Source: an optimization exercise on an open RTL-to-GDS flow (aim: small area). Production flows keep margins and buffers that such runs may drop.
At most, simulation tests tie the RTL to the original design; equivalence was not proved.
For runs 1 to 3, only the layout was checked, not whether the RTL still works.
Power and IR drop assume default switching activity.

$ cat flow/config.mk
export PLATFORM = sky130hd
export DESIGN_NAME = rgb_led_fade_blink_driver_core
export DESIGN_NICKNAME = rgb_led_fade_blink_driver_core
export VERILOG_FILES = /design/flow/design.v
export SDC_FILE = /design/flow/constraint.sdc
export NUM_CORES = 4
export LEC_CHECK = 0
export ABC_AREA = 1
export CAP_MARGIN = 20
export CORE_MARGIN = 2
export CORE_UTILIZATION = 40
export CTS_BUF_LIST = sky130_fd_sc_hd__clkbuf_2 sky130_fd_sc_hd__clkbuf_4 sky130_fd_sc_hd__clkbuf_8
export CTS_CLUSTER_SIZE = 30
export SLEW_MARGIN = 20
$ cat flow/constraint.sdc
create_clock -name core_clock -period 10.0 [get_ports {clk}]
set_input_delay 2.0000 -clock core_clock [delete_from_list [all_inputs] [get_ports {clk}]]
set_output_delay 2.0000 -clock core_clock [all_outputs]
set_load 0.01 [all_outputs]
$ cat flow/design.v
package rlfb_pkg;
  localparam int NUM_CH = 3;
  localparam int CH_W   = 8;
  localparam logic [6:0]  PCT_MAX     = 7'd100;
  localparam logic [12:0] RECIP_100   = 13'd5243;
  localparam int          RECIP_SHIFT = 19;
  localparam logic [2:0] CMD_TICK      = 3'd0;
  localparam logic [2:0] CMD_SET       = 3'd1;
  localparam logic [2:0] CMD_INTENSITY = 3'd2;
  localparam logic [2:0] CMD_BLINK     = 3'd3;
  localparam logic [2:0] CMD_FADE_IN   = 3'd4;
  localparam logic [2:0] CMD_FADE_OUT  = 3'd5;
  localparam logic [2:0] CMD_OFF       = 3'd6;
  localparam logic [2:0] CMD_NOP       = 3'd7;
  localparam logic [2:0] SEQ_IDLE      = 3'd0;
  localparam logic [2:0] SEQ_BLINK_ON  = 3'd1;
  localparam logic [2:0] SEQ_BLINK_OFF = 3'd2;
  localparam logic [2:0] SEQ_FADE_IN   = 3'd3;
  localparam logic [2:0] SEQ_FADE_OUT  = 3'd4;
  localparam logic [2:0] ST_IDLE = 3'd0;
  localparam logic [2:0] ST_FDIV = 3'd1;
  localparam logic [2:0] ST_LVL  = 3'd2;
  localparam logic [2:0] ST_MUL  = 3'd3;
  localparam logic [2:0] ST_DONE = 3'd4;
endpackage
module rgb_led_fade_blink_driver_core #(
  parameter int TICK_BITS = 16,
  parameter int STEP_BITS = 8
) (
  input  logic        clk,
  input  logic        rst_n,
  input  logic        cfg_we,
  input  logic        cfg_wdata,
  input  logic        in_tvalid,
  output logic        in_tready,
  input  logic [71:0] in_tdata,
  input  logic [2:0]  in_tuser,
  output logic        out_tvalid,
  input  logic        out_tready,
  output logic [23:0] out_tdata,
  output logic [1:0]  out_tuser
);
  localparam logic [3:0] S_IDLE = 4'd0;
  localparam logic [3:0] S_CLR  = 4'd1;    
  localparam logic [3:0] S_FLIP = 4'd2;    
  localparam logic [3:0] S_DZ   = 4'd3;    
  localparam logic [3:0] S_DC   = 4'd4;    
  localparam logic [3:0] S_DEC  = 4'd5;    
  localparam logic [3:0] S_FDIV = 4'd6;    
  localparam logic [3:0] S_LMUL = 4'd7;    
  localparam logic [3:0] S_LDIV = 4'd8;    
  localparam logic [3:0] S_CMUL = 4'd9;    
  localparam logic [3:0] S_CDIV = 4'd10;   
  localparam logic [3:0] S_ELD  = 4'd11;
  localparam logic [3:0] S_BL2  = 4'd12;
  localparam logic [3:0] S_BL3  = 4'd13;
  localparam logic [3:0] S_FD3  = 4'd14;
  localparam logic [3:0] S_FIN  = 4'd15;
  localparam logic [4:0] S_FD2  = 5'd16;
  localparam logic [2:0] M_IDLE = 3'b000;
  localparam logic [2:0] M_BON  = 3'b100;
  localparam logic [2:0] M_BOFF = 3'b101;
  logic [4:0]  st, st_n;
  logic [2:0]  cnt;
  logic [1:0]  ch, ch_n;
  logic [2:0]  mode, mode_n;
  logic        ovalid;
  logic        inv, pol, pol_n;
  logic        rej, rej_n;
  logic        bw, bw_n;
  logic [23:0] drive;
  logic [23:0] base;
  logic [15:0] cd, cd_n;
  logic [15:0] wt, wt_n;
  logic [7:0]  idx, idx_n;
  logic [7:0]  tot, tot_n;
  logic [2:0]  cmd;
  logic [23:0] in_rgb;
  logic [6:0]  in_pct;
  logic [7:0]  p_c;
  logic [15:0] on_t;
  logic [15:0] dur_t;
  logic [7:0]  steps_c;
  logic        busy;
  logic        fade;
  logic        cd_hi0, cd_is0, cd_is1;
  logic        last;
  logic        multi;
  logic [4:0]  pos;
  logic        in_bit;
  logic        drv_sh, drv_x;
  logic        base_sh;
  logic [7:0]  r, z;
  logic [7:0]  a_op;
  logic [7:0]  d_op;
  logic [8:0]  s;
  logic        zin;
  logic [8:0]  t;
  logic [9:0]  tdiff;
  logic        ge;
  logic [7:0]  rdiv;
  logic [15:0] sh_val;
  logic [15:0] div_val;
  logic [15:0] eld_val;
  assign cmd     = in_tuser;
  assign in_rgb  = in_tdata[23:0];
  assign in_pct  = in_tdata[30:24];
  assign on_t    = in_tdata[46:31];
  assign dur_t   = in_tdata[62:47];
  assign steps_c = {in_tdata[70:64], in_tdata[63] | (in_tdata[70:64] == 7'd0)};
  assign p_c     = (in_pct > 7'd100) ? 8'd100 : {1'b0, in_pct};
  assign busy    = mode[2];
  assign fade    = ~cmd[1];
  assign cd_hi0  = (cd[15:1] == 15'd0);
  assign cd_is0  = cd_hi0 & ~cd[0];
  assign cd_is1  = cd_hi0 & cd[0];
  assign last    = (cnt == 3'd7);
  assign pos     = {ch, cnt};
  assign in_bit  = in_rgb[5'd23 - pos];
  assign r       = cd[15:8];
  assign z       = cd[7:0];
  assign a_op    = (st == S_LMUL) ? idx : base[23:16];
  assign s       = {1'b0, r} + ((z[0] && (st == S_LMUL || st == S_CMUL)) ? {1'b0, a_op} : 9'd0);
  assign d_op    = (st == S_FDIV || st == S_LDIV) ? tot : (cmd[1] ? 8'd100 : 8'd255);
  assign zin     = (st == S_FDIV) ? wt[15] : z[7];
  assign t       = {r, zin};
  assign tdiff   = {1'b0, t} - {2'b00, d_op};
  assign ge      = ~tdiff[9];
  assign rdiv    = ge ? tdiff[7:0] : t[7:0];
  assign sh_val  = {(st == S_DEC) ? (cd[0] ^ bw) : s[8], s[7:0], cd[7:1]};
  assign div_val = {rdiv, z[6:0], ge};
  assign eld_val = {8'd0, fade ? 8'hff : p_c};
  always_comb begin
    case (st)
      S_FLIP:  drv_x = ~drive[23];
      S_DC:    drv_x = in_bit ^ pol;
      S_CDIV:  drv_x = ge ^ pol;
      default: drv_x = pol;
    endcase
  end
  assign drv_sh  = (st == S_CLR) || (st == S_FLIP) || (st == S_DZ) || (st == S_DC) ||
                   (st == S_CDIV);
  assign base_sh = (st == S_DZ) || (st == S_DC) || (st == S_CDIV);
  assign multi   = (st >= S_CLR) && (st <= S_CDIV);
  always_comb begin
    st_n    = st;
    ch_n    = ch;
    mode_n  = mode;
    pol_n   = pol;
    rej_n   = rej;
    bw_n    = bw;
    cd_n    = cd;
    wt_n    = wt;
    idx_n   = idx;
    tot_n   = tot;
    in_tready = 1'b0;
    case (st)
      S_IDLE: begin
        ch_n = 2'd0;
        bw_n = 1'b1;
        if (pol != inv) begin
          st_n = S_FLIP;
        end else if (in_tvalid && !ovalid) begin
          st_n  = S_FIN;
          rej_n = 1'b0;
          if (cmd == rlfb_pkg::CMD_TICK) begin
            if (busy) begin
              if (!cd_is1) begin
                st_n = S_DEC;
              end else if (!mode[1]) begin
                if (!mode[0]) begin
                  cd_n = wt;
                  st_n = S_BL3;
                end else begin
                  mode_n = M_IDLE;
                end
              end else begin
                st_n = S_ELD;
              end
            end
          end else if (cmd == rlfb_pkg::CMD_NOP) begin
          end else if (busy) begin
            rej_n = 1'b1;
          end else begin
            case (cmd)
              rlfb_pkg::CMD_SET: begin
                st_n = S_DC;
              end
              rlfb_pkg::CMD_BLINK: begin
                wt_n = dur_t;
                cd_n = on_t;
                st_n = S_BL2;
              end
              rlfb_pkg::CMD_FADE_IN, rlfb_pkg::CMD_FADE_OUT: begin
                wt_n  = dur_t;
                tot_n = steps_c;
                cd_n  = eld_val;
                st_n  = S_FDIV;
              end
              default: begin
                st_n = S_DZ;
              end
            endcase
          end
        end
      end
      S_CLR, S_FLIP, S_DZ, S_DC: begin
        if (last) begin
          ch_n = ch + 2'd1;
          if (ch == 2'd2) begin
            ch_n = 2'd0;
            if (st == S_FLIP) pol_n = ~pol;
            if (st == S_CLR || st == S_FLIP) st_n = S_IDLE;
            else if (st == S_DZ && cmd == rlfb_pkg::CMD_INTENSITY) st_n = S_ELD;
            else st_n = S_FIN;
          end
        end
      end
      S_DEC: begin
        cd_n = sh_val;
        bw_n = bw & ~cd[0];
        if (last) begin
          ch_n = ch + 2'd1;
          if (ch[0]) begin
            ch_n = 2'd0;
            st_n = S_FIN;
          end
        end
      end
      S_FDIV: begin
        wt_n = {wt[14:0], ge};
        cd_n = div_val;
        if (last) begin
          ch_n = ch + 2'd1;
          if (ch[0]) begin
            ch_n = 2'd0;
            st_n = S_FD2;
          end
        end
      end
      S_FD2: begin
        cd_n = wt;
        st_n = S_FD3;
      end
      S_FD3: begin
        if (cd_is0) begin
          st_n = cmd[0] ? S_DZ : S_DC;
        end else begin
          mode_n = {2'b11, cmd[0]};
          idx_n  = cmd[0] ? tot : 8'd0;
          st_n   = cmd[0] ? S_DC : S_DZ;
        end
      end
      S_BL2: begin
        if (cd_is0) begin
          cd_n = wt;
          st_n = S_BL3;
        end else begin
          mode_n = M_BON;
          st_n   = S_DC;
        end
      end
      S_BL3: begin
        mode_n = cd_is0 ? M_IDLE : M_BOFF;
        st_n   = S_DZ;
      end
      S_ELD: begin
        cd_n = eld_val;
        if (fade && ch == 2'd0) idx_n = mode[0] ? idx - 8'd1 : idx + 8'd1;
        st_n = fade ? S_LMUL : S_CMUL;
      end
      S_LMUL: begin
        cd_n = sh_val;
        if (last) st_n = S_LDIV;
      end
      S_LDIV: begin
        cd_n = div_val;
        if (last) begin
          cd_n[15:8] = 8'd0;
          st_n = S_CMUL;
        end
      end
      S_CMUL: begin
        cd_n = sh_val;
        if (cnt == 3'd0 && mode[1] && (mode[0] ? (z == 8'h00) : (z == 8'hff)))
          mode_n = M_IDLE;
        if (last) st_n = S_CDIV;
      end
      S_CDIV: begin
        cd_n = div_val;
        if (last) begin
          ch_n = ch + 2'd1;
          st_n = S_ELD;
          if (ch == 2'd2) begin
            ch_n = 2'd0;
            cd_n = wt;
            st_n = S_FIN;
          end
        end
      end
      S_FIN: begin
        in_tready = 1'b1;
        st_n      = S_IDLE;
      end
      default: begin
        st_n = S_IDLE;
      end
    endcase
  end
  always_ff @(posedge clk) begin
    if (!rst_n) begin
      st     <= {1'b0, S_CLR};
      cnt    <= 3'd0;
      ch     <= 2'd0;
      mode   <= M_IDLE;
      ovalid <= 1'b0;
      inv    <= 1'b0;
      pol    <= 1'b0;
    end else begin
      st     <= st_n;
      cnt    <= multi ? cnt + 3'd1 : 3'd0;
      ch     <= ch_n;
      mode   <= mode_n;
      pol    <= pol_n;
      if (st == S_FIN) ovalid <= 1'b1;
      else if (out_tready) ovalid <= 1'b0;
      if (cfg_we) inv <= cfg_wdata;
    end
  end
  always_ff @(posedge clk) begin
    rej <= rej_n;
    bw  <= bw_n;
    cd  <= cd_n;
    wt  <= wt_n;
    idx <= idx_n;
    tot <= tot_n;
    if (drv_sh) drive <= {drive[22:0], drv_x};
    if (base_sh) base <= {base[22:0], (st == S_CDIV) ? base[23] : in_bit};
  end
  assign out_tvalid = ovalid;
  assign out_tdata  = drive;
  assign out_tuser  = {rej, busy};
endmodule
$ cat flow/flow/run.sh
#!/bin/bash
bash standard.sh \
  'BUFFER_PORTS_ARGS=-buffer_cell sky130_fd_sc_hd__buf_1' \
  'CTS_ARGS=-sink_clustering_enable -repair_clock_nets -dont_use_dummy_load -sink_clustering_size 40 -sink_clustering_max_diameter 300 -buf_list {sky130_fd_sc_hd__clkbuf_4 sky130_fd_sc_hd__clkbuf_8}' \
  finish > standard.log 2>&1
$ cat flow/standard.sh
#!/bin/bash
# synth_recipe.tcl (not shown) runs the flow's synth.tcl, then flattens the netlist and writes it again
# the make line also repeats each setting of config.mk as NAME=value (left out here)
make -C /OpenROAD-flow-scripts/flow DESIGN_CONFIG=/design/flow/config.mk WORK_HOME=/design/flow/orfs CLKGATE_MAP_FILE= SYNTH_SCRIPT=/design/flow/synth_recipe.tcl "${@:-finish}"
==> summary.md, run 1 <==
| Metric | Value |
|---|---|
| Fillers | `1774` |
| Number of global-route vias before repair | `6023` |
| # nets final | `1103` |
| R2R setup slack | `6630 ps` |
| TritonCTS Buffers | `17` |
| IO Port Bufs | `107` |
| Peak VDD IR | `74.6 uV` |
| Min-Delay Path Depth | `0` |
| #FFs+latches synth | `114` |
| Kind of critical path | `input port to flop` |
| Ports | `109` |
| Fin. max-slew vios | `0` |
| Setup bufs post-CTS | `0` |
| Worst setup EP type | `flop` |
| DRT iter0 DRCs | `444` |
| Met3 Wirelength | `921 um` |
| Fin crit period | `4340 ps` |
| Met2 wire len | `9.16 mm` |
| Yosys Warn Count | `1` |
| Half-perimeter wire length after placement | `14.6 mm` |
| Reg2Reg Launch Point | `st[0]` |
| EDFF count, synth | `98` |
| Top Layer Used | `met4` |
| Unrepaired setup endpoints after global routing | `false` |
| Leakage | `3.32 nW` |
| Worst path arrival time | `4400 ps` |
| Rel. slew slack | `33.6%` |
| Area grow syn2layout | `12.0%` |
| Footprint of the multi-input gates | `0.00334 mm2` |
| Mapped Nets | `994` |
| Num Clock Sinks | `114` |
| Largest fanout on the critical path | `34` |
| Final cycle utilization of the critical path | `43.4%` |
| Mapped Avg Cell Area | `8.06 um2` |
| Remaining Overflow, GRT | `0` |
| # setup viols final | `0` |
| CTS Buffer Depth | `2` |
| Final wirelength | `19.4 mm` |
| Layout cells sized above 1 | `6.08%` |
| Min Hold Slack | `417 ps` |
| Final ANT Viol Nets | `0` |
| RR Endpoint | `ch[0]` |
| Via density per instance | `5.24` |
| # diodes | `0` |
| Ys async rst share | `0%` |
| Req. time, crit path | `10060 ps` |
| TNS Setup | `0 ps` |
| Pwr dens | `112 mW/mm2` |
| MaxCap Viol Count | `0` |
| All-layer global routing usage | `21.6%` |
| Largest net degree at the start of global routing | `35` |
| Die ar. | `0.0188 mm2` |
| Post-synthesis sequential area ratio | `46.0%` |
| CTS Root Cell | `clkbuf_8` |
| GPL Wtd Cong | `0.935` |
| Met1 WL | `8.99 mm` |
| Worst Skew | `34.0 ps` |
| Clock latency (worst-skew pair) | `450 ps` |
| Worst Hold Class | `flop to flop` |
| First-pass GRT wire length | `30.8 mm` |
| Post-Syn Instances | `880` |
| Most used DFF post-synth | `edfxtp_1` |
| Initial antenna violation count | `0` |
| FF+latch area | `0.00326 mm2` |
| Post-cts sizing count | `0` |
| First-pass DRT Iterations | `5` |
| Synth Cell Area | `0.00709 mm2` |
| Drc violations | `0` |
| Final hold viol count | `0` |
| Wire per inst | `16.0 um` |
| CTS tree | `yes` |
| Least-Margin Pin Slew | `995 ps` |
| Post-CTS Hold Fix Bufs | `0` |
| Std cell rows | `48` |
| Min-Delay Endpoint | `base[2]` |
| Die X-Extent | `137 um` |
| CTS H-tree depth | `4` |
| Via Count | `6346` |
| Outcome | `no timing/DRC/antenna violations` |
| Hold Startpoint | `base[1]` |
| Core area | `0.0173 mm2` |
| Synth cell types | `45` |
| Reg2Reg Depth | `10` |
| Die height | `137 um` |
| CP Launch Type | `input port` |
| Peak Freq | `230 MHz` |
| Initial Utilization | `41.0%` |
| Clock transition at path regs | `60 ps` |
==> through the flow <==
step | area [um2] | cells | total power, mW | worst slack, ps | util, %
after floorplan | 7090 | 880 | 0.566 | 5910 | -
after global placement | 7710 | 1195 | 0.589 | 5190 | 44.6
after detailed placement | 7710 | 1195 | 0.589 | 5190 | 44.6
after CTS | 7950 | 1212 | 0.904 | 5700 | 46.0
after global routing | 7950 | 1212 | 0.931 | 5370 | 46.0
final | 7950 | 1212 | 0.893 | 5660 | 46.0
==> cells in the final DEF, fill, tap and decap left out, drive strengths merged, types with 15 or more instances in the layout <==
cell      n
a21oi    61
buf     111
clkbuf   17
dfxtp    16
edfxtp   98
ha       30
inv     104
nand2   203
nand3    62
nor2    114
nor3     15
o21ai    85
==> how the worst max path moves through the flow <==
stage                            from      to  cells after the start
final                     in_tuser[0]  tot[2]                      5
after global routing      in_tuser[0]  tot[2]                      5
after global placement    in_tuser[0]  tot[1]                      5
after CTS                 in_tuser[0]  tot[1]                      5
after detailed placement  in_tuser[0]  tot[1]                      5
after floorplan           in_tuser[2]   wt[0]                      6
==> flip-flops by register name, indices dropped and copies added, names as in the netlist <==
signal and cells:
base 24, cnt 3, idx 8, inv 1, tot 8, ovalid 1, bw 1, drive 24
wt 16, ch 2, mode 3, cd 16, rej 1, pol 1, st 5
==> critical path, stage by stage <==
cell,delay [ps]
buf_1,570
nor3_2,220
inv_1,650
nand2_1,200
nor3_2,770
==> area by class of cell <==
| type | count | share of cell area (%) |
|---|---|---|
| multi-input combinational | 639 | 42.0 |
| clock buffer | 17 | 2.94 |
| inverter | 106 | 5.01 |
| tap | 225 | 3.54 |
| sequential | 114 | 41.1 |
| timing repair buffer | 111 | 5.43 |
==> cells in the mapped netlist, types with 5 or more instances <==
cell type | count | area [um2]
nand2_1 | 200 | 751
nor2_1 | 102 | 383
edfxtp_1 | 98 | 2940
inv_1 | 90 | 338
o21ai_0 | 78 | 390
a21oi_1 | 61 | 305
nand3_1 | 61 | 305
ha_1 | 30 | 375
dfxtp_1 | 16 | 320
inv_2 | 14 | 52.6
nor3_1 | 14 | 70.1
o211ai_1 | 12 | 90.1
clkbuf_1 | 11 | 41.3
nand4_1 | 10 | 62.6
nor2_2 | 6 | 37.5
buf_4 | 5 | 37.5
nor2_4 | 5 | 56.3
o21ai_1 | 5 | 25.0
o21bai_1 | 5 | 37.5
==> power breakdown <==
group,internal [mW],switching (mW)
clock network,0.149,0.165
registers,0.514,0.00317
logic,0.0251,0.0370
total,0.688,0.205
==> kinds of logic (layout without fill, tap and decap cells) <==
group,Yosys count,count (layout),synth area share [%]
AND/OR/NAND/NOR,413,413,25.2
buffers and inverters,127,234,7.05
AO/OA/AOI/OAI,185,185,14.7
XOR/XNOR,8,8,0.988
adder cells (fa/ha/maj),33,33,6.14
flip-flops,114,114,46.0
==> layer usage <==
layer  GRT usage, %  vias to the layer above
met4           7.22                        0
met5              0                        -
li1               -                     3215
met3           4.05                       24
met1           29.8                     2927
met2           34.1                      180
==> run 2, diff against run 1 <==
==> flow/flow/run.sh (replaced) <==
#!/bin/bash
bash standard.sh \
  'BUFFER_PORTS_ARGS=-buffer_cell sky130_fd_sc_hd__buf_1' \
  'CTS_ARGS=-sink_clustering_enable -repair_clock_nets -dont_use_dummy_load -sink_clustering_size 100 -sink_clustering_max_diameter 500 -root_buf sky130_fd_sc_hd__clkbuf_16 -buf_list {sky130_fd_sc_hd__clkbuf_16}' \
  finish > standard.log 2>&1
==> run 2 against run 1 <==
Net effect: largest cell class unchanged; combinational power about the same; still clean; cell count unchanged; sequential cell count unchanged; global-route usage about the same; clock skew shrank 10 ps; highest routed layer unchanged; area after synthesis is the same; routed wire length grew 0.34%; setup slack lost 93 ps; non-clock buffer count unchanged.
==> summary.md, run 2 <==
| Metric | Value |
|---|---|
| # diodes | `0 (unchanged)` |
| Fin. max-slew vios | `0 (unchanged)` |
| TNS Setup | `0 ps (unchanged)` |
| #FFs+latches synth | `114 (unchanged)` |
| Post-Syn Instances | `880 (unchanged)` |
| Rel. slew slack | `33.4% (-0.24 points)` |
| All-layer global routing usage | `21.5% (-0.039 points)` |
| Final ANT Viol Nets | `0 (unchanged)` |
| Worst setup EP type | `flop` |
| Outcome | `no timing/DRC/antenna violations` |
| CTS tree | `yes` |
| Drc violations | `0 (unchanged)` |
| Core Util, Final | `47.1% (+1.1 points)` |
| Worst Skew | `23.8 ps (-10.2 ps)` |
| EDFF count, synth | `98 (unchanged)` |
| Die height | `137 um (unchanged)` |
| Unrepaired setup endpoints after global routing | `false` |
| Layout cells sized above 1 | `6.08% (unchanged)` |
| Total power draw | `1.06 mW (+19%)` |
| Peak Freq | `226 MHz (-2.1%)` |
| Number of global-route vias before repair | `6012 (-0.18%)` |
| Clock transition at path regs | `50 ps (about the same)` |
| Peak VDD IR | `112 uV (+50%)` |
| Top cell family by delay on the critical path | `buffers and inverters` |
| Critical Path Most Common Cell | `nor3_2` |
| Remaining Overflow, GRT | `0 (unchanged)` |
| Mapped Avg Cell Area | `8.06 um2 (unchanged)` |
| First-pass GRT wire length | `30.8 mm (about the same)` |
| CTS Buffer Depth | `2 (unchanged)` |
| Post-cts sizing count | `0 (unchanged)` |
| Top cell type's share of synthesized area | `41.5% (unchanged)` |
| Yosys Warn Count | `1 (unchanged)` |
| Least-Margin Pin Slew | `999 ps (+3.65 ps)` |
| Post-synthesis sequential area ratio | `46.0% (unchanged)` |
| Ports | `109 (unchanged)` |
| Worst path slowest cell | `nor3_2` |
| Initial antenna violation count | `0 (unchanged)` |
| Leakage | `3.41 nW (+2.6%)` |
| Clock latency (worst-skew pair) | `420 ps (-30 ps)` |
| DRT iter0 DRCs | `470 (+5.9%)` |
| Post-CTS Hold Fix Bufs | `0 (unchanged)` |
| Largest regs | `base: 24 flops, drive: 24 flops` |
| Synth Cell Area | `0.00709 mm2 (unchanged)` |
| First-pass DRT Iterations | `5 (unchanged)` |
| Slowest stage delay, CP | `770 ps (about the same)` |
| Footprint of the multi-input gates | `0.00334 mm2 (unchanged)` |
| Num Clock Sinks | `114 (unchanged)` |
| CTS Root Cell | `clkbuf_16` |
| Crit path depth | `5 (unchanged)` |
| TritonCTS Buffers | `17 (unchanged)` |
| Fillers | `1748 (-1.5%)` |
| Min-Delay Path Depth | `0 (unchanged)` |
| MaxCap Viol Count | `0 (unchanged)` |
| Largest net degree at the start of global routing | `35 (unchanged)` |
| Mapped Nets | `994 (unchanged)` |
| Req. time, crit path | `10040 ps (-20 ps)` |
| GPL Wtd Cong | `0.935 (unchanged)` |
| Final cycle utilization of the critical path | `44.3% (+0.93 points)` |
| Pwr dens | `130 mW/mm2 (+16%)` |
| Most used DFF post-synth | `edfxtp_1` |
| Synth cell types | `45 (unchanged)` |
| Top cells by count, synth | `nand2_1, nor2_1, edfxtp_1` |
| Reg2Reg Depth | `10 (unchanged)` |
| CP Launch Type | `input port` |
| Wire per inst | `16.1 um (+0.34%)` |
| Area leader, netlist | `edfxtp_1` |
| Ys async rst share | `0% (unchanged)` |
| Kind of critical path | `input port to flop` |
| Largest fanout on the critical path | `34 (unchanged)` |
| IO Port Bufs | `107 (unchanged)` |
| Via density per instance | `5.25 (+0.32%)` |
| Setup bufs post-CTS | `0 (unchanged)` |
| Std cell rows | `48 (unchanged)` |
| Worst Hold Class | `flop to flop` |
| Fin crit period | `4430 ps (+93.1 ps)` |
| # setup viols final | `0 (unchanged)` |
| Initial Utilization | `41.0% (unchanged)` |
| Via Count | `6366 (+0.32%)` |
| Most common cell in the netlist | `nand2_1` |
| Final wirelength | `19.5 mm (+0.34%)` |
| Final hold viol count | `0 (unchanged)` |
| Commonest cells after routing, fill and taps aside | `nand2_1, buf_1, nor2_1` |
| Die X-Extent | `137 um (unchanged)` |
| CTS H-tree depth | `4 (unchanged)` |
| Most common cell after layout, fill and taps aside | `nand2_1` |
| FF+latch area | `0.00326 mm2 (unchanged)` |
| Area contributors post-synth | `edfxtp_1, nand2_1, o21ai_0, nor2_1, ha_1` |
| Core area | `0.0173 mm2 (unchanged)` |
| CP Buf/Inv Count | `2 (unchanged)` |
| Die ar. | `0.0188 mm2 (unchanged)` |
| Area grow syn2layout | `14.7%` |
| Worst path arrival time | `4470 ps (+70 ps)` |
| Critical path, cell by cell | `buf_1 > nor3_2 > inv_1 > nand2_1 > nor3_2` |
| # nets final | `1103 (unchanged)` |
| Half-perimeter wire length after placement | `14.6 mm (unchanged)` |
-- run 2: cell types whose count changed in the layout (fill, tap and decap cells not counted) --
cell,delta
clkbuf_16,+17
clkbuf_8,-17
-- run 2: cell families after synthesis --
kind of cell	after synthesis	share of synthesized area [%]
flops	114	46.0
fa+ha+maj	33	6.14
compound gates	185	14.7
xor+xnor	8	0.988
simple gates	413	25.2
buf+inv	127	7.05
-- run 2: through the flow --
step	hold WS [ps]	setup slack (ps)	cell area [um2]	instances
2_1_floorplan	400	5910	7090	880
3_3_place_gp	403	5190	7710	1195
3_5_place_dp	405	5190	7710	1195
4_1_cts	416	5640	8140	1212
5_1_grt	421	5320	8140	1212
6_report	416	5570	8140	1212
-- run 2: cell type report --
class	instances	area share, %
Clock buffer	17	5.23
Multi-Input combinational cell	639	41.0
Inverter	106	4.89
Sequential cell	114	40.1
Timing Repair Buffer	111	5.30
Tap cell	225	3.46
-- run 2: path summary, 6_finish.rpt --
path / start / endpoint / slack, ps
hold reg to reg: base[15] / base[16] / 420
setup / recovery: in_tuser[0] / tot[1] / 5570
setup reg to reg: st[0] / ch[0] / 6650
hold / removal: base[15] / base[16] / 420
-- run 2: routing by layer --
layer  wire [um]  GRT usage (%)  up-vias
li1            -              -     3218
met1        9120           29.9     2967
met2        9260           34.3      155
met3         742           3.53       26
met4         328           7.10        0
met5           0              0        -
-- run 2: worst reg2reg max path: stages (launching register included) --
cell      delay, ps
dfxtp_1         480
inv_2            40
nor2_1          150
nand2_1         250
nor2_2          240
nor2_2           90
nand2_1         720
nor2_1          140
inv_1           770
a21boi_0        220
a21oi_1         180
-- run 2: where the power goes --
part,switching [mW],internal [mW],leakage [nW]
logic,0.0372,0.0251,2.11
clock network,0.186,0.292,0.209
registers,0.00317,0.515,1.09
==> run 3, diff against run 2 <==
==> flow/flow/run.sh (replaced) <==
#!/bin/bash
# Layout with the standard ORFS flow (standard.sh) and these changes:
#  - synthesis: synth_recipe.tcl unchanged, but ABC maps with an area script
#    (flow/area.script; see flow/my_synth.tcl)
#  - ports are buffered with sky130_fd_sc_hd__buf_1 instead of the default cell
#  - CTS inserts no dummy balancing loads
# Each tool's output goes to standard.log; ORFS's own per-step logs are under orfs/logs.
set -e
here=$(pwd)
export FLOW_SYNTH_TCL=$here/synth_recipe.tcl
export MY_ABC_SCRIPT=$here/flow/area.script
bash standard.sh \
  "SYNTH_SCRIPT=$here/flow/my_synth.tcl" \
  'BUFFER_PORTS_ARGS=-buffer_cell sky130_fd_sc_hd__buf_1' \
  'CTS_ARGS=-sink_clustering_enable -repair_clock_nets -dont_use_dummy_load -sink_clustering_size 30 -buf_list {sky130_fd_sc_hd__clkbuf_2 sky130_fd_sc_hd__clkbuf_4 sky130_fd_sc_hd__clkbuf_8}' \
  finish > standard.log 2>&1
==> flow/flow/area.script (new file) <==
strash
&get -n
&deepsyn -T 60
&put
dch -f
map -a
mfs2
strash
dch -f
map -a
topo
stime -c
==> flow/flow/my_synth.tcl (new file) <==
# The standard synthesis (synth_recipe.tcl, sourced unchanged) with one
# change: ABC maps the logic with the area-oriented script named in
# MY_ABC_SCRIPT instead of ORFS's abc_area.script. Registers are mapped by
# dfflibmap before ABC runs, so they are the same as in the standard synthesis.
proc abc {args} {
  set i [lsearch $args -script]
  if {$i >= 0} {
    lset args [expr {$i + 1}] $::env(MY_ABC_SCRIPT)
  }
  yosys abc {*}$args
}
source $::env(FLOW_SYNTH_TCL)
==> run 3 against run 2 <==
Net effect: still clean on timing, DRC and antenna; via count down 15%; sequential share of layout area increased by 5.7 points; fmax down 24%; clock power shrank 36%; combinational power shrank 9.6%; worst hold slack got worse by 12 ps; critical path type unchanged; critical endpoint is now cd[9]; largest cell class is now flip-flops and latches.
==> summary.md, run 3 <==
| Metric | Value |
|---|---|
| Outcome | `no timing/DRC/antenna violations` |
| Req. time, crit path | `10210 ps (+170 ps)` |
| GPL Wtd Cong | `0.914 (-2.2%)` |
| Largest net degree at the start of global routing | `26 (-26%)` |
| TritonCTS Buffers | `17 (unchanged)` |
| Post-place instance area | `0.00689 mm2 (-11%)` |
| Post-cts sizing count | `0 (unchanged)` |
| Via Count | `5435 (-15%)` |
| Global routing usage on met1 | `28.7% (-1.3 points)` |
| CTS Buffer Depth | `2 (unchanged)` |
| Finished Cell Area | `0.00713 mm2 (-12%)` |
| M2 GR Usage | `33.1% (-1.2 points)` |
| Wire per inst | `17.5 um (+8.9%)` |
| Most common cell after layout, fill and taps aside | `buf_1` |
| Reg2Reg Launch Point | `st[0]` |
| DRT iter0 DRCs | `373 (-21%)` |
| Half-perimeter wire length after placement | `13.3 mm (-8.4%)` |
| #FFs+latches synth | `114 (unchanged)` |
| First-pass GRT wire length | `27.0 mm (-12%)` |
| Clock latency (worst-skew pair) | `440 ps (+20 ps)` |
| Ys async rst share | `0% (unchanged)` |
| # diodes | `0 (unchanged)` |
| Reg2Reg Depth | `18 (+8)` |
| Leakage | `2.50 nW (-27%)` |
| Ports | `109 (unchanged)` |
| Drc violations | `0 (unchanged)` |
| Kind of critical path | `input port to flop` |
| First-pass DRT Iterations | `5 (unchanged)` |
| Peak VDD IR | `72.3 uV (-35%)` |
| Min-Delay Path Depth | `0 (unchanged)` |
| Commonest cells after routing, fill and taps aside | `buf_1, clkinv_1, edfxtp_1` |
| Unrepaired setup endpoints after global routing | `false` |
| GR met3 Demand/Resource | `6.36% (+2.8 points)` |
| Post-Syn Instances | `665 (-24%)` |
| Mapped Avg Cell Area | `9.39 um2 (+16%)` |
| Top cell type's share of synthesized area | `47.1% (+5.7 points)` |
| CP startpoint | `in_tuser[1]` |
| Gr busiest metal | `met2` |
| Peak Freq | `171 MHz (-24%)` |
| Die X-Extent | `129 um (-6.0%)` |
| Final cycle utilization of the critical path | `58.4% (+14 points)` |
| Area contributors post-synth | `edfxtp_1, clkinv_1, ha_1, dfxtp_1, nand2_1` |
| Hold Startpoint | `base[10]` |
| Worst Hold Class | `flop to flop` |
| Largest fanout on the critical path | `7 (-79%)` |
| Die ar. | `0.0166 mm2 (-12%)` |
| MaxCap Viol Count | `0 (unchanged)` |
| Number of global-route vias before repair | `5280 (-12%)` |
| Initial Utilization | `41.1% (+0.046 points)` |
| Final ANT Viol Nets | `0 (unchanged)` |
| Post-CTS Hold Fix Bufs | `0 (unchanged)` |
| Post-synthesis sequential area ratio | `52.3% (+6.3 points)` |
| Layout cells sized above 1 | `4.18% (-1.9 points)` |
| Yosys Warn Count | `1 (unchanged)` |
| Worst path arrival time | `6050 ps (+1580 ps)` |
| Core area | `0.0152 mm2 (-12%)` |
| All-layer global routing usage | `21.4% (-0.18 points)` |
| Top cells by count, synth | `clkinv_1, edfxtp_1, nand2_1` |
| Most used DFF post-synth | `edfxtp_1` |
| Via density per instance | `5.56 (+5.9%)` |
| Pwr dens | `123 mW/mm2 (-5.0%)` |
| Area leader, netlist | `edfxtp_1` |
| # setup viols final | `0 (unchanged)` |
| CTS H-tree depth | `4 (unchanged)` |
| EDFF count, synth | `98 (unchanged)` |
| CTS tree | `yes` |
| Fin. max-slew vios | `0 (unchanged)` |
| Least-Margin Pin Slew | `955 ps (-43.4 ps)` |
| TNS Setup | `0 ps (unchanged)` |
| Remaining Overflow, GRT | `0 (unchanged)` |
| IO Port Bufs | `107 (unchanged)` |
| Largest regs | `base: 24 flops, drive: 24 flops` |
| Area grow syn2layout | `14.2%` |
| Pre-CTS WS | `3800 ps (-1390 ps)` |
| CP Launch Type | `input port` |
| Worst Skew | `24.9 ps (+1.07 ps)` |
| Die height | `129 um (-6.0%)` |
| Std cell rows | `45 (-6.3%)` |
| Num Clock Sinks | `114 (unchanged)` |
| Setup bufs post-CTS | `0 (unchanged)` |
| # nets final | `905 (-18%)` |
| Final hold viol count | `0 (unchanged)` |
| Final wirelength | `17.1 mm (-12%)` |
| Mapped Nets | `779 (-22%)` |
| Fin crit period | `5840 ps (+1410 ps)` |
| Clock transition at path regs | `70 ps (+20 ps)` |
| CTS Root Cell | `clkbuf_8` |
| Initial antenna violation count | `0 (unchanged)` |
| Total power draw | `880 uW (-17%)` |
| Synth cell types | `43 (-4.4%)` |
| Worst setup EP type | `flop` |
| Most common cell in the netlist | `clkinv_1` |
| Final setup margin | `4160 ps (-1410 ps)` |
| Synth Cell Area | `0.00624 mm2 (-12%)` |
| Rel. slew slack | `36.2% (+2.8 points)` |
## run 3: changes by cell type after synthesis, moves of 8 or more
cell | previous run | this run
nand2_1 | 200 | 85
clkinv_1 | 2 | 101
inv_1 | 90 | 0
nand3_1 | 61 | 26
o21ai_0 | 78 | 45
nor2_1 | 102 | 79
nor3_1 | 14 | 35
a21oi_1 | 61 | 41
inv_2 | 14 | 0
clkbuf_1 | 11 | 0
nand4_1 | 10 | 2
o211ai_1 | 12 | 4
o22ai_1 | 3 | 11
## run 3: metal layers
layer / vias up / share of wire (%)
met5: - / 0
met4: 0 / 2.7
met3: 42 / 7.0
met2: 218 / 46
met1: 2539 / 45
li1: 2636 / -
## run 3: path summary, 6_finish.rpt
path	endpoint	slack (ps)
worst max-delay path	cd[9]	4160
worst min-delay path	base[11]	400
worst max register to register	idx[6]	4270
worst min register to register	base[11]	400
## run 3: cell type report
cell class | count | area (um2)
inverter | 101 | 379
multi-input combinational | 447 | 2590
tap | 188 | 235
sequential | 114 | 3260
fill | 1468 | 8070
clock buffer | 17 | 234
timing repair buffer | 110 | 424
## run 3: metrics by stage
stage | hold WS, ps | std cells | util, %
3_5_place_dp | 405 | 960 | 45.3
5_1_grt | 408 | 977 | 46.9
4_1_cts | 403 | 977 | 46.9
2_1_floorplan | 400 | 665 | -
6_report | 403 | 977 | 46.9
3_3_place_gp | 409 | 960 | 45.3
## run 3: logic make-up (layout without fill, tap and decap cells)
group,Yosys count,after routing,synth area share [%]
buffers and inverters,104,228,6.37
xor gates and xnor gates,7,7,0.982
adders and majority gates,33,33,6.98
and+or+nand+nor,243,243,16.7
AOI/OAI and AO/OA,164,164,16.7
DFF,114,114,52.3
## run 3: critical path, stage by stage
cell and delay (ps):
buf_1 290, clkinv_1 330, nor2_1 230, clkinv_1 160, o21ai_0 210, ha_1 320, a21oi_1 130, o21ai_0 120
clkinv_1 70, nor2_1 40, nor2_1 100, nor2_1 60, nor2_1 160, o21ai_0 100, a21oi_1 190, nor2_1 80
nor2_1 420, clkinv_1 300, nor2_1 440, a22oi_1 150, o311ai_0 130
## run 3: power by group
part | internal (mW) | switching (mW) | leakage (nW) | total, mW
Clock | 0.148 | 0.157 | 0.122 | 0.306
Combinational | 0.0231 | 0.0331 | 1.29 | 0.0562
Sequential | 0.514 | 0.00382 | 1.09 | 0.518
Total | 0.686 | 0.194 | 2.50 | 0.880
==> run 4, diff against run 3 <==
--- a/flow/design.v
+++ b/flow/design.v
@@ -57,6 +57,7 @@
   localparam logic [3:0] S_FD3  = 4'd14;
   localparam logic [3:0] S_FIN  = 4'd15;
   localparam logic [4:0] S_FD2  = 5'd16;
+  localparam logic [4:0] S_STEP = 5'd17;   
   localparam logic [2:0] M_IDLE = 3'b000;
   localparam logic [2:0] M_BON  = 3'b100;
   localparam logic [2:0] M_BOFF = 3'b101;
@@ -96,7 +97,11 @@
   logic [8:0]  s;
   logic        zin;
   logic [8:0]  t;
-  logic [9:0]  tdiff;
+  logic [8:0]  tdiff;
+  logic [7:0]  ag;
+  logic [8:0]  ac;
+  logic [8:0]  nd;
+  logic [9:0]  sc;
   logic        ge;
   logic [7:0]  rdiv;
   logic [15:0] sh_val;
@@ -119,17 +124,28 @@
   assign in_bit  = in_rgb[5'd23 - pos];
   assign r       = cd[15:8];
   assign z       = cd[7:0];
-  assign a_op    = (st == S_LMUL) ? idx : base[23:16];
-  assign s       = {1'b0, r} + ((z[0] && (st == S_LMUL || st == S_CMUL)) ? {1'b0, a_op} : 9'd0);
+  assign a_op    = (st == S_LMUL || st == S_STEP) ? idx : base[23:16];
+  assign ag      = ((z[0] && (st == S_LMUL || st == S_CMUL)) || st == S_STEP) ? a_op : 8'd0;
+  assign ac[0]   = (st == S_STEP) && !mode[0];
+  for (genvar i = 0; i < 8; i++) begin : g_add
+    assign s[i]    = r[i] ^ ag[i] ^ ac[i];
+    assign ac[i+1] = (r[i] & ag[i]) | (r[i] & ac[i]) | (ag[i] & ac[i]);
+  end
+  assign s[8]    = ac[8];
   assign d_op    = (st == S_FDIV || st == S_LDIV) ? tot : (cmd[1] ? 8'd100 : 8'd255);
   assign zin     = (st == S_FDIV) ? wt[15] : z[7];
   assign t       = {r, zin};
-  assign tdiff   = {1'b0, t} - {2'b00, d_op};
-  assign ge      = ~tdiff[9];
+  assign nd      = {1'b1, ~d_op};
+  assign sc[0]   = 1'b1;
+  for (genvar i = 0; i < 9; i++) begin : g_sub
+    assign tdiff[i] = t[i] ^ nd[i] ^ sc[i];
+    assign sc[i+1]  = (t[i] & nd[i]) | (t[i] & sc[i]) | (nd[i] & sc[i]);
+  end
+  assign ge      = sc[9];
   assign rdiv    = ge ? tdiff[7:0] : t[7:0];
   assign sh_val  = {(st == S_DEC) ? (cd[0] ^ bw) : s[8], s[7:0], cd[7:1]};
   assign div_val = {rdiv, z[6:0], ge};
-  assign eld_val = {8'd0, fade ? 8'hff : p_c};
+  assign eld_val = {{8{(st == S_IDLE) && mode[0]}}, fade ? 8'hff : p_c};
   always_comb begin
     case (st)
       S_FLIP:  drv_x = ~drive[23];
@@ -175,7 +191,8 @@
                   mode_n = M_IDLE;
                 end
               end else begin
-                st_n = S_ELD;
+                cd_n = eld_val;
+                st_n = S_STEP;
               end
             end
           end else if (cmd == rlfb_pkg::CMD_NOP) begin
@@ -266,9 +283,12 @@
       end
       S_ELD: begin
         cd_n = eld_val;
-        if (fade && ch == 2'd0) idx_n = mode[0] ? idx - 8'd1 : idx + 8'd1;
         st_n = fade ? S_LMUL : S_CMUL;
       end
+      S_STEP: begin
+        idx_n = s[7:0];
+        st_n  = S_ELD;
+      end
       S_LMUL: begin
         cd_n = sh_val;
         if (last) st_n = S_LDIV;
==> flow/flow/area.script (replaced) <==
strash
&get -n
&deepsyn -T 60
&put
dch -f
amap
mfs2
strash
dch -f
amap
topo
stime -c
==> run 4 against run 3 <==
Net effect: synthesized cell count fell by 21%; total power increased by 33%; clock skew is 0.72 ps higher; global-route usage up 0.14 points; highest routed layer unchanged.
==> summary.md, run 4 <==
| Metric | Value |
|---|---|
| Leakage | `2.19 nW (-12%)` |
| Reg2Reg Launch Point | `st[0]` |
| Post-Syn Instances | `525 (-21%)` |
| Largest net degree at the start of global routing | `28 (+7.7%)` |
| CTS H-tree depth | `4 (unchanged)` |
| Synth Cell Area | `0.00577 mm2 (-7.6%)` |
| Fin crit period | `6130 ps (+284 ps)` |
| Worst setup EP type | `flop` |
| All-layer global routing usage | `21.5% (+0.14 points)` |
| Setup bufs post-CTS | `0 (unchanged)` |
| Final hold viol count | `0 (unchanged)` |
| Die X-Extent | `124 um (-3.8%)` |
| Via Count | `4827 (-11%)` |
| Area contributors post-synth | `edfxtp_1, dfxtp_1, fa_1, clkinv_1, nor2_1` |
| EDFF count, synth | `98 (unchanged)` |
| Mapped Avg Cell Area | `11.0 um2 (+17%)` |
| Initial Utilization | `41.2% (+0.15 points)` |
| First-pass GRT wire length | `24.4 mm (-9.5%)` |
| Final cycle utilization of the critical path | `61.3% (+2.8 points)` |
| Clock transition at path regs | `60 ps (about the same)` |
| Min-Delay Endpoint | `base[3]` |
| TNS Setup | `0 ps (unchanged)` |
| Post-CTS Hold Fix Bufs | `0 (unchanged)` |
| Unrepaired setup endpoints after global routing | `false` |
| Hold Startpoint | `base[2]` |
| Peak VDD IR | `81.9 uV (+13%)` |
| Remaining Overflow, GRT | `0 (unchanged)` |
| Worst Skew | `25.6 ps (+0.720 ps)` |
| CTS Root Cell | `clkbuf_8` |
| Post-synthesis sequential area ratio | `56.6% (+4.3 points)` |
| MaxCap Viol Count | `0 (unchanged)` |
| Largest regs | `base: 24 flops, drive: 24 flops` |
| Half-perimeter wire length after placement | `12.2 mm (-8.6%)` |
| Commonest cells after routing, fill and taps aside | `buf_1, edfxtp_1, clkinv_1` |
| Most common cell after layout, fill and taps aside | `buf_1` |
| Number of global-route vias before repair | `4672 (-12%)` |
| First-pass DRT Iterations | `6 (+1)` |
| # diodes | `0 (unchanged)` |
| Clock latency (worst-skew pair) | `450 ps (about the same)` |
| DRT iter0 DRCs | `544 (+46%)` |
| Reg2Reg Depth | `27 (+9)` |
| Worst path arrival time | `6380 ps (+330 ps)` |
| Rel. slew slack | `36.8% (+0.67 points)` |
| # nets final | `765 (-15%)` |
| Initial antenna violation count | `0 (unchanged)` |
| Most common cell in the netlist | `edfxtp_1` |
| Area grow syn2layout | `16.5%` |
| Least-Margin Pin Slew | `942 ps (-13.6 ps)` |
| CTS Buffer Depth | `2 (unchanged)` |
| Final ANT Viol Nets | `0 (unchanged)` |
| Kind of critical path | `input port to flop` |
| Worst Hold Class | `flop to flop` |
| Num Clock Sinks | `114 (unchanged)` |
| Pwr dens | `174 mW/mm2 (+41%)` |
| Drc violations | `0 (unchanged)` |
| Post-cts sizing count | `0 (unchanged)` |
| TritonCTS Buffers | `17 (unchanged)` |
| R2R setup slack | `4130 ps (-140 ps)` |
| Ports | `109 (unchanged)` |
| Most used DFF post-synth | `edfxtp_1` |
| Finished Cell Area | `0.00672 mm2 (-5.8%)` |
| Area leader, netlist | `edfxtp_1` |
| Fin. max-slew vios | `0 (unchanged)` |
| Mapped Nets | `629 (-19%)` |
| Yosys Warn Count | `1 (unchanged)` |
| Layout cells sized above 1 | `4.86% (+0.67 points)` |
| Core area | `0.0140 mm2 (-8.0%)` |
| Peak Freq | `163 MHz (-4.6%)` |
| Largest fanout on the critical path | `11 (+4)` |
| Final wirelength | `16.0 mm (-6.5%)` |
| Ys async rst share | `0% (unchanged)` |
| Req. time, crit path | `10250 ps (+40 ps)` |
| Wire per inst | `19.0 um (+8.9%)` |
| Post-place instance area | `0.00648 mm2 (-6.0%)` |
| RR Endpoint | `cd[15]` |
| Min-Delay Path Depth | `0 (unchanged)` |
| Std cell rows | `43 (-4.4%)` |
| CP Launch Type | `input port` |
| Top cell type's share of synthesized area | `51.0% (+3.9 points)` |
| # setup viols final | `0 (unchanged)` |
| Die ar. | `0.0154 mm2 (-7.4%)` |
| #FFs+latches synth | `114 (unchanged)` |
| Die height | `124 um (-3.8%)` |
| Synth cell types | `41 (-4.7%)` |
| Outcome | `no timing/DRC/antenna violations` |
| Via density per instance | `5.75 (+3.4%)` |
| GPL Wtd Cong | `0.883 (-3.4%)` |
| IO Port Bufs | `107 (unchanged)` |
| CTS tree | `yes` |
| Top cells by count, synth | `edfxtp_1, clkinv_1, nor2_1` |
==> run 4: report_power, final <==
part | internal (mW) | switching [mW]
clock | 0.148 | 0.160
combinational | 0.0721 | 0.136
sequential | 0.612 | 0.0400
==> run 4: final cells by class <==
cell class	instances	area (um2)
repair buffers	120	499
flip-flops and latches	114	3260
multi-input cells	329	2200
fillers	1350	7270
well taps	180	225
clock buffers	17	234
inverters	79	297
==> run 4: how the worst max path moves through the flow <==
stage / start / to / slack [ps] / depth (start not counted)
floorplan: in_tuser[1] / cd[15] / 4290 / 21
global placement: in_tuser[1] / cd[15] / 3470 / 23
detailed placement: in_tuser[1] / cd[15] / 3450 / 23
CTS: in_tuser[1] / cd[15] / 3900 / 23
global route: in_tuser[1] / cd[15] / 3580 / 23
finish: in_tuser[1] / cd[15] / 3870 / 23
==> run 4: logic make-up after synthesis <==
| group | synth area share, % |
|---|---|
| adders and majority gates | 6.94 |
| and+or+nand+nor | 10.6 |
| AOI/OAI and AO/OA | 20.4 |
| buffers and inverters | 5.47 |
| DFF | 56.6 |
==> run 4: critical path: stages <==
cell and delay, ps:
buf_1 60, buf_4 180, nand2_1 120, o21a_1 130, ha_1 170, clkinv_1 60
fa_1 160, clkinv_1 80, fa_1 390, clkinv_1 70, fa_1 190, fa_1 180
clkinv_1 80, fa_1 410, fa_1 420, fa_1 390, nand2_1 220, nand2_1 120
nor2_1 350, clkinv_1 260, nor2_1 140, a21oi_1 50, o311ai_0 130
==> run 4: routing by layer <==
metal | share of wire, % | vias to the layer above | global-route usage [%]
met5 | 0 | - | 0
met4 | 2.2 | 0 | 8.08
met3 | 5.7 | 29 | 5.27
met2 | 46 | 184 | 32.4
met1 | 46 | 2344 | 30.0
li1 | - | 2270 | -
==> run 4: per-stage QoR <==
step           hold WS (ps)  util (%)  setup WS (ps)  total power, mW  cells
6_report                415      48.0           3870             1.17    839
5_1_grt                 421      48.0           3580             1.23    839
4_1_cts                 417      48.0           3900             1.18    839
3_5_place_dp            405      46.3           3450            0.870    822
3_3_place_gp            407      46.3           3470            0.867    822
2_1_floorplan           400         -           4290            0.775    525

-- separate check: timing with driven ports --
The results above use ideal ports. As a check the final layouts listed here were re-extracted and re-timed, cells and wires unchanged. Step 1 sets driving cells, clkbuf_16 on the clock port and buf_2 on the other inputs (assumed; they add their load-dependent delay and slew). Step 2 adds t to the input delays and takes it off the output delays; t is the mean of the earliest and latest rising clock arrival at the registers after step 1. Input paths then give back, and output paths get back, about the clock's delay inside the block. Three values: ideal ports, drivers, drivers and shift; two values: the first two.
| run | t, ns | setup slack, ns | latest minus earliest clock arrival (ns) | pins driven straight from the clock port |
|---|---|---|---|---|
| run 1 | 0.472 | 5.659 / 5.670 / 5.198 | 0.034 / 0.034 | 1 |
| run 2 | 0.456 | 5.566 / 5.581 / 5.125 | 0.024 / 0.024 | 1 |
| run 3 | 0.468 | 4.158 / 4.173 / 3.706 | 0.025 / 0.025 | 1 |
| run 4 | 0.475 | 3.874 / 3.889 / 3.414 | 0.026 / 0.026 | 1 |
After both steps setup and hold are still met in every run listed. For run 1, which loses most, drivers alone change the setup slack by +0.011 ns; drivers and shift together by -0.461 ns.
